This design comes from an exercise in tuning for small area on the open sky130 flow, not from production work.
At most, simulation tests tie the RTL to the original design; equivalence was not proved.
Power and IR drop assume default switching activity.

## run A
## reg_file_bypass
module reg_file_bypass #(
  parameter int DATA_W   = 32,
  parameter int ADDR_W   = 5,
  parameter int ZERO_REG = 1,
  parameter int BYPASS   = 1
) (
  input  logic              clk,
  input  logic              reset,
  input  logic              REIn,
  input  logic [ADDR_W-1:0] A1In,
  input  logic [ADDR_W-1:0] A2In,
  input  logic [ADDR_W-1:0] A3In,
  input  logic [DATA_W-1:0] WD3In,
  input  logic              WE3,
  input  logic              PendSetIn,
  input  logic [ADDR_W-1:0] PendAIn,
  output logic [DATA_W-1:0] RD1Out,
  output logic [DATA_W-1:0] RD2Out,
  output logic              Busy1Out,
  output logic              Busy2Out
);
  localparam int DEPTH = 2 ** ADDR_W;
  localparam int NG    = 4;                
  localparam int GW    = DATA_W / NG;      
  localparam int NW    = 2;                
  localparam int WW    = DATA_W / NW;      
  localparam int NX    = 2;                
  localparam int XR    = DEPTH / NX;       
  logic [DATA_W-1:0] mem   [1:DEPTH-1];   
  logic [DATA_W-1:0] mem_d [1:DEPTH-1];
  logic              T;                   
  logic [DATA_W-1:0] wdx   [NX];          
  logic [DEPTH-1:1]  vld;                 
  logic [DEPTH-1:1]  d1, d2;              
  logic [DEPTH-1:1]  pend;
  logic [DEPTH-1:1]  wsel;                
  logic [DEPTH-1:1]  wrow  [NW];          
  logic [DEPTH-1:1]  nwrow [NW];
  logic [3:0]        wl, nwl;             
  logic [7:0]        wh, nwh;             
  logic [DEPTH-1:1]  pend_nx;
  logic [DEPTH-1:1]  s1 [NG];             
  logic [DEPTH-1:1]  s2 [NG];
  logic [3:0]        npl1 [NG];           
  logic [3:0]        npl2 [NG];           
  logic [1:0]        a1t, a1c, a2t, a2c;  
  logic [7:0]        ph1, ph2;            
  logic              hit1, hit2;
  logic              nhit1, nhit2, nre, z1, z2;
  logic [NG-1:0]     byp1, byp2, hold;
  logic [NG-1:0]     hit1g, hit2g;        
  logic              any1, any2;         
  logic              pa1, pa2;           
  logic [DATA_W-1:0] rr1, rr2;            
  logic [DATA_W-1:0] rr1_nx, rr2_nx;
  logic              tr1, tr2;            
  ...
Size: roughly 4,200 cells after synthesis, about 1,100 flip-flops, ~120 I/O pins, about 0.044 mm² of cells after synthesis.
==> flow/config.mk <==
export PLATFORM = sky130hd
export DESIGN_NAME = reg_file_bypass
export DESIGN_NICKNAME = reg_file_bypass
export VERILOG_FILES = /design/flow/design.v
export SDC_FILE = /design/flow/constraint.sdc
export NUM_CORES = 4
export LEC_CHECK = 0
export CAP_MARGIN = 20
export CORE_MARGIN = 2
export CORE_UTILIZATION = 50
export GPL_TIMING_DRIVEN = 0
export SETUP_SLACK_MARGIN = 0.5
export SLEW_MARGIN = 20
export SYNTH_HIERARCHICAL = 1
export SYNTH_MINIMUM_KEEP_SIZE = 0
==> flow/constraint.sdc <==
create_clock -name core_clock -period 4.0 [get_ports {clk}]
set_input_delay 0.8000 -clock core_clock [delete_from_list [all_inputs] [get_ports {clk}]]
set_output_delay 0.8000 -clock core_clock [all_outputs]
set_load 0.01 [all_outputs]
standard.sh (not shown) runs the stock make flow with config.mk's settings and CLKGATE_MAP_FILE= SYNTH_SCRIPT=/design/flow/synth_recipe.tcl, a recipe that flattens the netlist after the stock synthesis.
==> flow/flow/run.sh <==
#!/bin/bash
# Own layout flow: the standard ORFS flow (standard.sh, which runs the
# standard synthesis unchanged), with
#  - port buffers from the smallest buffer cell,
#  - a clock tree from clkbuf_8 leaf buffers of up to 12 sinks each, without
#    dummy loads,

# make's full output goes to flow_make.log in the work folder; ORFS's own
# per-step logs stay under orfs/logs.
set -euo pipefail
export BUFFER_PORTS_ARGS="-buffer_cell sky130_fd_sc_hd__buf_1"
export CTS_ARGS="-sink_clustering_enable -repair_clock_nets -dont_use_dummy_load -buf_list {sky130_fd_sc_hd__clkbuf_8} -sink_clustering_size 12 -sink_clustering_max_diameter 60"

bash standard.sh finish > flow_make.log 2>&1
The flow did not stop early for run A: all stages ran, and the layout cleared the timing, design-rule and antenna checks.
## Diff of input files: run B against run A
-- flow/flow/run.sh --
<<< run A, line 5
#  - a clock tree from clkbuf_8 leaf buffers of up to 12 sinks each, without
>>> run B, line 5
#  - a clock tree from clkbuf_8 leaf buffers of up to 14 sinks each, without
<<< run A, line 12
export CTS_ARGS="-sink_clustering_enable -repair_clock_nets -dont_use_dummy_load -buf_list {sky130_fd_sc_hd__clkbuf_8} -sink_clustering_size 12 -sink_clustering_max_diameter 60"
>>> run B, line 12
export CTS_ARGS="-sink_clustering_enable -repair_clock_nets -dont_use_dummy_load -buf_list {sky130_fd_sc_hd__clkbuf_8} -sink_clustering_size 14 -sink_clustering_max_diameter 80"
==> comparison <==
- Going from run A to run B, highest clock rate now sits lower; initial detailed-routing violation count now sits higher.
- [run B vs run A] clock group share of total power: lower in run B
- From run A to run B the numbers moved as follows: area fraction in compound gates after synthesis saw little to no change, number of logic stages on the critical path including buffering saw an increase, power after layout saw a decrease.
- A top layer reached by signal wires of met5 is what run A shows, while met4 belongs to run B.
Input changes introduced in run C (baseline for comparison: run B):
- PLACE_DENSITY now 0.7, previously not set
### Flow results
Diff run C..run B | mean post-synth cell area | unchanged
Diff run C and run B: clock period minus worst slack lower in run C
Run C and run B ended up with roughly the same met1 usage in global routing.
Run B -> run C: maximum clock frequency increased by a few percent
Diff run B -> run C | maximum vdd drop | decrease of 11%
Run C: pin count of the biggest net entering global routing 2 above run B
Sort run C and run B by final cell count, descending, and run B comes first.
Critical path depth ended up 3 lower on run C than on run B.
Compared with run B, in run C overall via count from detail_route went up by 1.7%, share of power burned in combinational logic went up by 0.4 points.
For run D, these inputs were changed with respect to run C:
- a deleted PLACE_DENSITY that had been 0.7
- a change of SETUP_SLACK_MARGIN from 0.5 to 0.3
-- flow/flow/run.sh --
<<< run C, line 5
#  - a clock tree from clkbuf_8 leaf buffers of up to 14 sinks each, without
>>> run D, line 5
#  - a clock tree from clkbuf_8 leaf buffers of up to 12 sinks each, without
<<< run C, line 12
export CTS_ARGS="-sink_clustering_enable -repair_clock_nets -dont_use_dummy_load -buf_list {sky130_fd_sc_hd__clkbuf_8} -sink_clustering_size 14 -sink_clustering_max_diameter 80"
>>> run D, line 12
export CTS_ARGS="-sink_clustering_enable -repair_clock_nets -dont_use_dummy_load -buf_list {sky130_fd_sc_hd__clkbuf_8} -sink_clustering_size 12 -sink_clustering_max_diameter 60"
--- outcome ---
The flow for run D finished, though final verification flagged setup timing.
Post-route non-filler standard cell count up about 1% in run D wrt run C
Per the comparison of run D with run C, number of optimization iterations in the first detailed-route pass shows an increase of 1; number of setup violations in the final report rose by 1; total DRC errors in the routed layout neither gained nor lost much.
Changes observed in run D relative to run C: first-pass GRT wire length now larger; number of global-route vias before repair now smaller.
## Diff of input files: run E against run D
- SETUP_SLACK_MARGIN changed from 0.3 to 0.5
- CORE_UTILIZATION changed from 50 to 55
-- flow/flow/run.sh --
<<< run D, line 5
#  - a clock tree from clkbuf_8 leaf buffers of up to 12 sinks each, without
>>> run E, line 5
#  - a clock tree from clkbuf_8 leaf buffers of up to 14 sinks each, without
<<< run D, line 12
export CTS_ARGS="-sink_clustering_enable -repair_clock_nets -dont_use_dummy_load -buf_list {sky130_fd_sc_hd__clkbuf_8} -sink_clustering_size 12 -sink_clustering_max_diameter 60"
>>> run E, line 12
export CTS_ARGS="-sink_clustering_enable -repair_clock_nets -dont_use_dummy_load -buf_list {sky130_fd_sc_hd__clkbuf_8} -sink_clustering_size 14 -sink_clustering_max_diameter 80"
- On sequential share of cell area, run D tracks run E almost exactly.
- Register-to-register slack came out higher on run E than on run D.
- Sort run E and run D by number of nets in the layout desc -> top: run D
- Higher total power among run E and run D: run D
- Summary: with run D as the reference, cell area in run E moved up slightly.
- Comparing run E and run D, the lower global-route usage is on run D.
- Run E ended with every stage complete and zero timing, DRC or antenna violations.

========
oak:
Another version of the RTL of reg_file_bypass (not shown whole).
Size: roughly 3700 cells after synthesis, roughly 120 I/O pins, about 42000 sq um of cells after synthesis.
clock: 4.0 ns
lec_check: 0
cap_margin: 20
core_margin: 2
core_utilization: 40
slew_margin: 20
synth_hierarchical: 1
synth_minimum_keep_size: 0
run.sh (not shown) runs the stock make flow with config.mk's settings and CLKGATE_MAP_FILE= SYNTH_SCRIPT=/design/flow/synth_recipe.tcl, a recipe that flattens the netlist after the stock synthesis.
Stock flow here: none of the scripts above is used.
## Diff of input files: pine against oak
Settings: CORE_UTILIZATION changed from 40 to 50; GPL_TIMING_DRIVEN newly set to 0.
==> flow/flow/run.sh (new file) <==
#!/bin/bash
# Own layout flow: the standard ORFS flow (standard.sh), with
#  - port buffers from the smallest buffer cell,
#  - clock tree without dummy loads, from small clock buffers,
#  - power recovery (downsizing gates with slack) after global routing.
# make's full output goes to flow_make.log in the work folder; ORFS's own
# per-step logs stay under orfs/logs.
set -euo pipefail
export BUFFER_PORTS_ARGS="-buffer_cell sky130_fd_sc_hd__buf_1"
export CTS_ARGS="-sink_clustering_enable -repair_clock_nets -dont_use_dummy_load -buf_list {sky130_fd_sc_hd__clkbuf_4 sky130_fd_sc_hd__clkbuf_8}"
export RECOVER_POWER=100
bash standard.sh finish > flow_make.log 2>&1
==> flow/standard.sh (new file) <==
#!/bin/bash
# synth_recipe.tcl (not shown) runs the flow's synth.tcl, then flattens the netlist and writes it again
# the make line also repeats each setting of config.mk as NAME=value (left out here)
make -C /OpenROAD-flow-scripts/flow DESIGN_CONFIG=/design/flow/config.mk WORK_HOME=/design/flow/orfs CLKGATE_MAP_FILE= SYNTH_SCRIPT=/design/flow/synth_recipe.tcl "${@:-finish}"
removed: flow/run.sh
Findings:
- Between pine and oak, y dimension of the die is lower for pine, oak comes in above that.
- A worst setup path startpoint of tr1 is what oak shows, while WE3 belongs to pine.
- Re combinational power: pine is about 10% down on oak.
- The cell area of pine was superior to that of oak.
- Summary: with oak as the reference, number of input and output port buffers inserted in pine moved down slightly.
- The lower portion of total power attributed to combinational logic of pine and oak is in oak.
- Period utilization was higher in the run labelled pine.
- Diff pine and oak: count of clock buffers in the final design higher in pine
- What the final checks of pine revealed, after a flow that finished every stage, was a layout that fails on capacitance limit, slew limit, setup timing.
- [compare] base=oak new=pine: clock network fraction of design power went down by 7.7 points; sequential cell area in the final layout essentially unchanged.
No functional check of the RTL was part of any run of this note.

afterwards: timing with drivers on the ports:
How much do the figures lean on ideal ports? The routed layouts below were timed once more, with nothing changed but the port constraints.
Step 1, drivers: a clkbuf_16 drives clk and a buf_2 each remaining input, both assumed.
Step 2, shift: input delay + t, output delay - t, t = (earliest + latest rising clock arrival at the registers) / 2. This alone moves slack from input paths to output paths.
Three values: ideal, step 1, step 2; two values: the first two.
run	shift t [ns]	slack for setup (ns)	latest minus earliest clock arrival (ns)	cell pins on the clock port's net
run A	0.856	0.311 / 0.369 / -0.487	0.128 / 0.128	1
run B	0.844	0.236 / 0.286 / -0.557	0.086 / 0.087	1
run C	0.815	0.355 / 0.355 / -0.459	0.066 / 0.067	1
run D	0.842	-0.004 / 0.044 / -0.798	0.120 / 0.120	1
run E	0.816	0.310 / 0.301 / -0.515	0.068 / 0.069	1
oak	0.784	0.194 / 0.121 / -0.499	0.041 / 0.041	1
pine	0.897	-0.236 / -0.194 / -1.092	0.059 / 0.059	1
With both steps, setup timing fails in 5 of these runs, where it was met with ideal ports. The setup slack of pine, which loses most, moves by +0.042 ns with the drivers and by -0.856 ns with both steps.
